This design comes from an exercise in tuning for small area, a short achievable clock period and few clock cycles per item on the open sky130 flow, not from production work. Only simulation tests tie the RTL to the original design; equivalence was not proved. The flow treats the clock pin as an ideal source. Dropping or thinning the clock tree relies on that and would not hold on a real chip.

==> inputs of build 5 <==
==> flow/design.v (excerpt) <==
module des_core (
	input  logic                   clk,
	input  logic                   rst_n,
	input  logic                   encipher_en,
	input  logic                   decipher_en,
	input  des_types_pkg::block_t  data,
	input  logic [64-1:0]  key,
	output des_types_pkg::block_t  result,
	output logic                   ready,
	output logic                   done
);
==> module des_core, before the edit <==
module des_core (
	input  logic                   clk,
	input  logic                   rst_n,
	input  logic                   encipher_en,
	input  logic                   decipher_en,
	input  des_types_pkg::block_t  data,
	input  logic [64-1:0]  key,
	output des_types_pkg::block_t  result,
	output logic                   ready,
	output logic                   done
);
	localparam int CW = 28;
	logic       busy;
	logic       decrypt;
	logic [3:0] cnt;
	logic       start;
	logic       last;
	logic       two;
	assign start = ~busy & (encipher_en | decipher_en);
	assign last  = (cnt == 4'd15);
	assign two = ~((cnt == 4'd0) | (cnt == 4'd7) | (cnt == 4'd14));
	always_ff @(posedge clk or negedge rst_n) begin
		if (!rst_n) begin
			busy <= 1'b0;
			done <= 1'b0;
			cnt  <= '0;
		end else begin
			done <= busy & last;
			if (start) begin
				busy <= 1'b1;
				cnt  <= '0;
			end else begin
				cnt <= cnt + 1'b1;
				if (last)
					busy <= 1'b0;
			end
		end
	end
	always_ff @(posedge clk or negedge rst_n) begin
		if (!rst_n)
			ready <= 1'b1;
		else if (start)
			ready <= 1'b0;
		else if (last)
			ready <= 1'b1;
	end
	always_ff @(posedge clk) begin
		if (!busy)
			decrypt <= ~encipher_en;
	end
	logic [2*CW-1:0] cd0;
	logic [CW-1:0]   c_q, d_q;
	logic [CW-1:0]   c_n, d_n;
	logic [2*CW-1:0] cd_q;
	des_types_pkg::subkey_t subkey;
	always_comb begin
		for (int i = 0; i < 2*CW; i++)
			cd0[2*CW-1-i] = key[des_tables_pkg::pc1_tab(i)];
	end
	logic [CW-1:0] c_s, d_s;
	logic          sel_right, sel_two;
	assign sel_right = busy & decrypt;
	assign sel_two   = busy ? two : encipher_en;
	always_comb begin
		if (busy) begin
			c_s = c_q;
			d_s = d_q;
		end else begin
			c_s = {cd0[CW], cd0[2*CW-1:CW+1]};
			d_s = {cd0[0], cd0[CW-1:1]};
		end
		case ({sel_right, sel_two})
			2'b00: begin c_n = {c_s[CW-2:0], c_s[CW-1]};      d_n = {d_s[CW-2:0], d_s[CW-1]};      end
			2'b01: begin c_n = {c_s[CW-3:0], c_s[CW-1:CW-2]}; d_n = {d_s[CW-3:0], d_s[CW-1:CW-2]}; end
			2'b10: begin c_n = {c_s[0], c_s[CW-1:1]};         d_n = {d_s[0], d_s[CW-1:1]};         end
			default: begin c_n = {c_s[1:0], c_s[CW-1:2]};     d_n = {d_s[1:0], d_s[CW-1:2]};       end
		endcase
		cd_q = {c_q, d_q};
		for (int i = 0; i < 48; i++)
			subkey[48-1-i] = cd_q[des_tables_pkg::pc2_tab(i)];
	end
	always_ff @(posedge clk) begin
		c_q <= c_n;
		d_q <= d_n;
	end
	des_types_pkg::block_t    ip_out;
	des_types_pkg::half_t     l_q, r_q;
	des_types_pkg::subkey_t   mixed;
	des_types_pkg::half_t     s_out;
	des_types_pkg::half_t     f_val;
	logic [5:0]               six;
	always_comb begin
		for (int i = 0; i < 64; i++)
			ip_out[64-1-i] = data[des_tables_pkg::ip_tab(i)];
	end
	always_comb begin
		for (int i = 0; i < 48; i++)
			mixed[48-1-i] = r_q[des_tables_pkg::e_tab(i)] ^ subkey[48-1-i];
		for (int b = 0; b < 8; b++) begin
			six = mixed[48-1-6*b -: 6];
			s_out[32-1-4*b -: 4] = des_tables_pkg::sbox_tab(3'(b),
				{six[5], six[0]}, six[4:1]);
		end
		for (int i = 0; i < 32; i++)
			f_val[32-1-i] = s_out[des_tables_pkg::p_tab(i)];
	end
	always_ff @(posedge clk) begin
		if (!busy) begin
			l_q <= ip_out[64-1:32];
			r_q <= ip_out[32-1:0];
		end else begin
			l_q <= r_q;
			r_q <= l_q ^ f_val;
		end
	end
	des_types_pkg::block_t pre_out;
	assign pre_out = {r_q, l_q};
	always_comb begin
		for (int i = 0; i < 64; i++)
			result[64-1-i] = pre_out[des_tables_pkg::fp_tab(i)];
	end
endmodule
clock: 8.0 ns
lec_check: 0
abc_area: 1
cap_margin: 20
core_margin: 2
core_utilization: 45
place_density: 0.6
setup_slack_margin: 5
slew_margin: 20
standard.sh (not shown) runs the stock make flow with config.mk's settings and CLKGATE_MAP_FILE= SYNTH_SCRIPT=/design/flow/synth_recipe.tcl, a recipe that flattens the netlist after the stock synthesis.
==> flow/flow/run.sh <==
#!/bin/bash
# Own layout flow: the standard ORFS flow (standard.sh) run on a copy of
# the ORFS scripts with these changes:
#  - the area ABC script (flow/abc_area.script) runs deeper logic
#    optimisation and area mapping; Yosys's adder extraction is off,
#  - CTS builds a two-level inverter clock tree by hand
#    (flow/manual_cts.tcl) instead of TritonCTS's buffer H-tree: four
#    clkinv_16 on the clock port, twelve clkinv_8 leaves, every register
#    behind exactly two inverters,
#  - plain buf_1 cells as the port buffers,
#  - a larger setup margin for timing repair.
# make's output goes to standard.log; ORFS keeps each step's log under orfs/logs.
set -euo pipefail
W=$(pwd)
S="$W/scripts_mod"
rm -rf "$S"
cp -r "$FLOW_HOME/scripts" "$S"
cp "$W/flow/abc_area.script" "$S/abc_area.script"
cp "$W/flow/manual_cts.tcl" "$S/manual_cts.tcl"
python3 - "$S/cts.tcl" <<'PY'
import sys
p = sys.argv[1]
s = open(p).read()
old = 'log_cmd clock_tree_synthesis {*}$cts_args'
assert old in s
s = s.replace(old, 'source $::env(SCRIPTS_DIR)/manual_cts.tcl\n'
    'log_cmd manual_clock_tree clk 4 12 sky130_fd_sc_hd__clkinv_16 sky130_fd_sc_hd__clkinv_8\n'
    'set_propagated_clock [all_clocks]')
open(p, 'w').write(s)
PY
bash "$W/standard.sh" "SCRIPTS_DIR=$S" ADDER_MAP_FILE= SETUP_SLACK_MARGIN=5.5 \
	"BUFFER_PORTS_ARGS=-buffer_cell sky130_fd_sc_hd__buf_1" finish > "$W/standard.log" 2>&1
==> flow/flow/abc_area.script <==
strash
&get -n
&deepsyn -T 60
&put
dch -f
amap
topo
dnsize -c
Other scripts of this flow, unchanged in this note and not shown: flow/flow/manual_cts.tcl
==> build 37 (differences from build 5) <==
--- a/flow/design.v
+++ b/flow/design.v
@@ -213,14 +213,11 @@
 		for (int i = 0; i < 32; i++)
 			f_val[32-1-i] = s_out[des_tables_pkg::p_tab(i)];
 	end
+	des_types_pkg::half_t l_sel;
+	assign l_sel = busy ? l_q : ip_out[32-1:0];
 	always_ff @(posedge clk) begin
-		if (!busy) begin
-			l_q <= ip_out[64-1:32];
-			r_q <= ip_out[32-1:0];
-		end else begin
-			l_q <= r_q;
-			r_q <= l_q ^ f_val;
-		end
+		l_q <= busy ? r_q : ip_out[64-1:32];
+		r_q <= l_sel ^ (f_val & {32{busy}});
 	end
 	des_types_pkg::block_t pre_out;
 	assign pre_out = {r_q, l_q};
--- a/flow/flow/run.sh
+++ b/flow/flow/run.sh
@@ -5,7 +5,7 @@
 #    optimisation and area mapping; Yosys's adder extraction is off,
 #  - CTS builds a two-level inverter clock tree by hand
 #    (flow/manual_cts.tcl) instead of TritonCTS's buffer H-tree: four
-#    clkinv_16 on the clock port, twelve clkinv_8 leaves, every register
+#    inv_8 on the clock port, twelve inv_6 leaves, every register
 #    behind exactly two inverters,
 #  - plain buf_1 cells as the port buffers,
 #  - a larger setup margin for timing repair.
@@ -24,9 +24,9 @@
 old = 'log_cmd clock_tree_synthesis {*}$cts_args'
 assert old in s
 s = s.replace(old, 'source $::env(SCRIPTS_DIR)/manual_cts.tcl\n'
-    'log_cmd manual_clock_tree clk 4 12 sky130_fd_sc_hd__clkinv_16 sky130_fd_sc_hd__clkinv_8\n'
+    'log_cmd manual_clock_tree clk 4 12 sky130_fd_sc_hd__inv_8 sky130_fd_sc_hd__inv_6\n'
     'set_propagated_clock [all_clocks]')
 open(p, 'w').write(s)
 PY
-bash "$W/standard.sh" "SCRIPTS_DIR=$S" ADDER_MAP_FILE= SETUP_SLACK_MARGIN=5.5 \
+bash "$W/standard.sh" "SCRIPTS_DIR=$S" ADDER_MAP_FILE= SETUP_SLACK_MARGIN=5.35 \
 	"BUFFER_PORTS_ARGS=-buffer_cell sky130_fd_sc_hd__buf_1" finish > "$W/standard.log" 2>&1
==> flow/flow/abc_area.script (replaced) <==
strash
&get -n
&deepsyn -T 60
&put
dch -f
amap
topo
stime -c
buffer -c
upsize -c
dnsize -c
- ABC_CLOCK_PERIOD_IN_PS: unset -> 2000
- SETUP_SLACK_MARGIN: 5 -> unset
==> run summary <==
Fin util: build 37 54.83%; build 5 65.19%
Maximum clock frequency: build 37 0.3705 GHz; build 5 0.3891 GHz
Outcome: build 37 complete, no violations; build 5 complete, no violations
Met1 routing resource usage after global routing: build 37 42.28%; build 5 38.33%
Shortest period the worst path allows: build 37 2.699 ns; build 5 2.570 ns
Proportion of cell area occupied by multi-input gates: build 37 57.11%; build 5 54.53%
Summed instance area of the synthesized netlist: build 37 8549 um^2; build 5 8180 um^2
Worst r2r dst: build 37 r_q[15]; build 5 r_q[1]
Die area: build 37 20,120 um^2; build 5 19,270 um^2
Fillcell total: build 37 1,976; build 5 1,670
Sequential area share after synthesis: build 37 30.51%; build 5 31.89%
Tap cell count: build 37 234; build 5 229
Routed wire per std cell: build 37 18.64 um; build 5 18.35 um
HPWL after DPL: build 37 22.18 mm; build 5 20.07 mm
Cell area after layout: build 37 10,220 um^2; build 5 11,670 um^2
Gates resized, CTS repair: build 37 19; build 5 170
Testbench counts of build 5, summed over its fixed seeds: cycles 27,208, items 1,600.
Testbench counts of build 37, summed over its fixed seeds: cycles 27,208, items 1,600.
No run of this note takes its clock network from TritonCTS; it comes from the design's own scripts or RTL.

[re-timing with driven ports]
No port has a modelled driver above. Below, the same layouts with a new extraction and two added sets of constraints. Step 1 (the two cells are an assumption about what drives the block):
set clk [get_ports {clk}]
set_driving_cell -lib_cell sky130_fd_sc_hd__clkbuf_16 $clk
set_driving_cell -lib_cell sky130_fd_sc_hd__buf_2 [delete_from_list [all_inputs] $clk]
Step 2 also shifts input and output timing later by t, the mid clock arrival at the registers, as if the neighbouring blocks saw the same clock. Slacks: ideal / step 1 / step 2; pairs: ideal / step 1.
run | t, ns | setup WS [ns] | worst setup path at the end | slew at the worst register clock pin (ns) | cell pins on the clock port's net
build 5 | 0.345 | 5.430 / 5.388 / 5.261 | input to register | 0.05 / 0.06 | 4
build 37 | 0.261 | 5.301 / 5.411 / 5.151 | input to register | 0.10 / 0.10 | 4
After both steps every run listed still meets setup and hold. For build 5, which loses most, drivers alone change the setup slack by -0.042 ns; drivers and shift together by -0.169 ns.
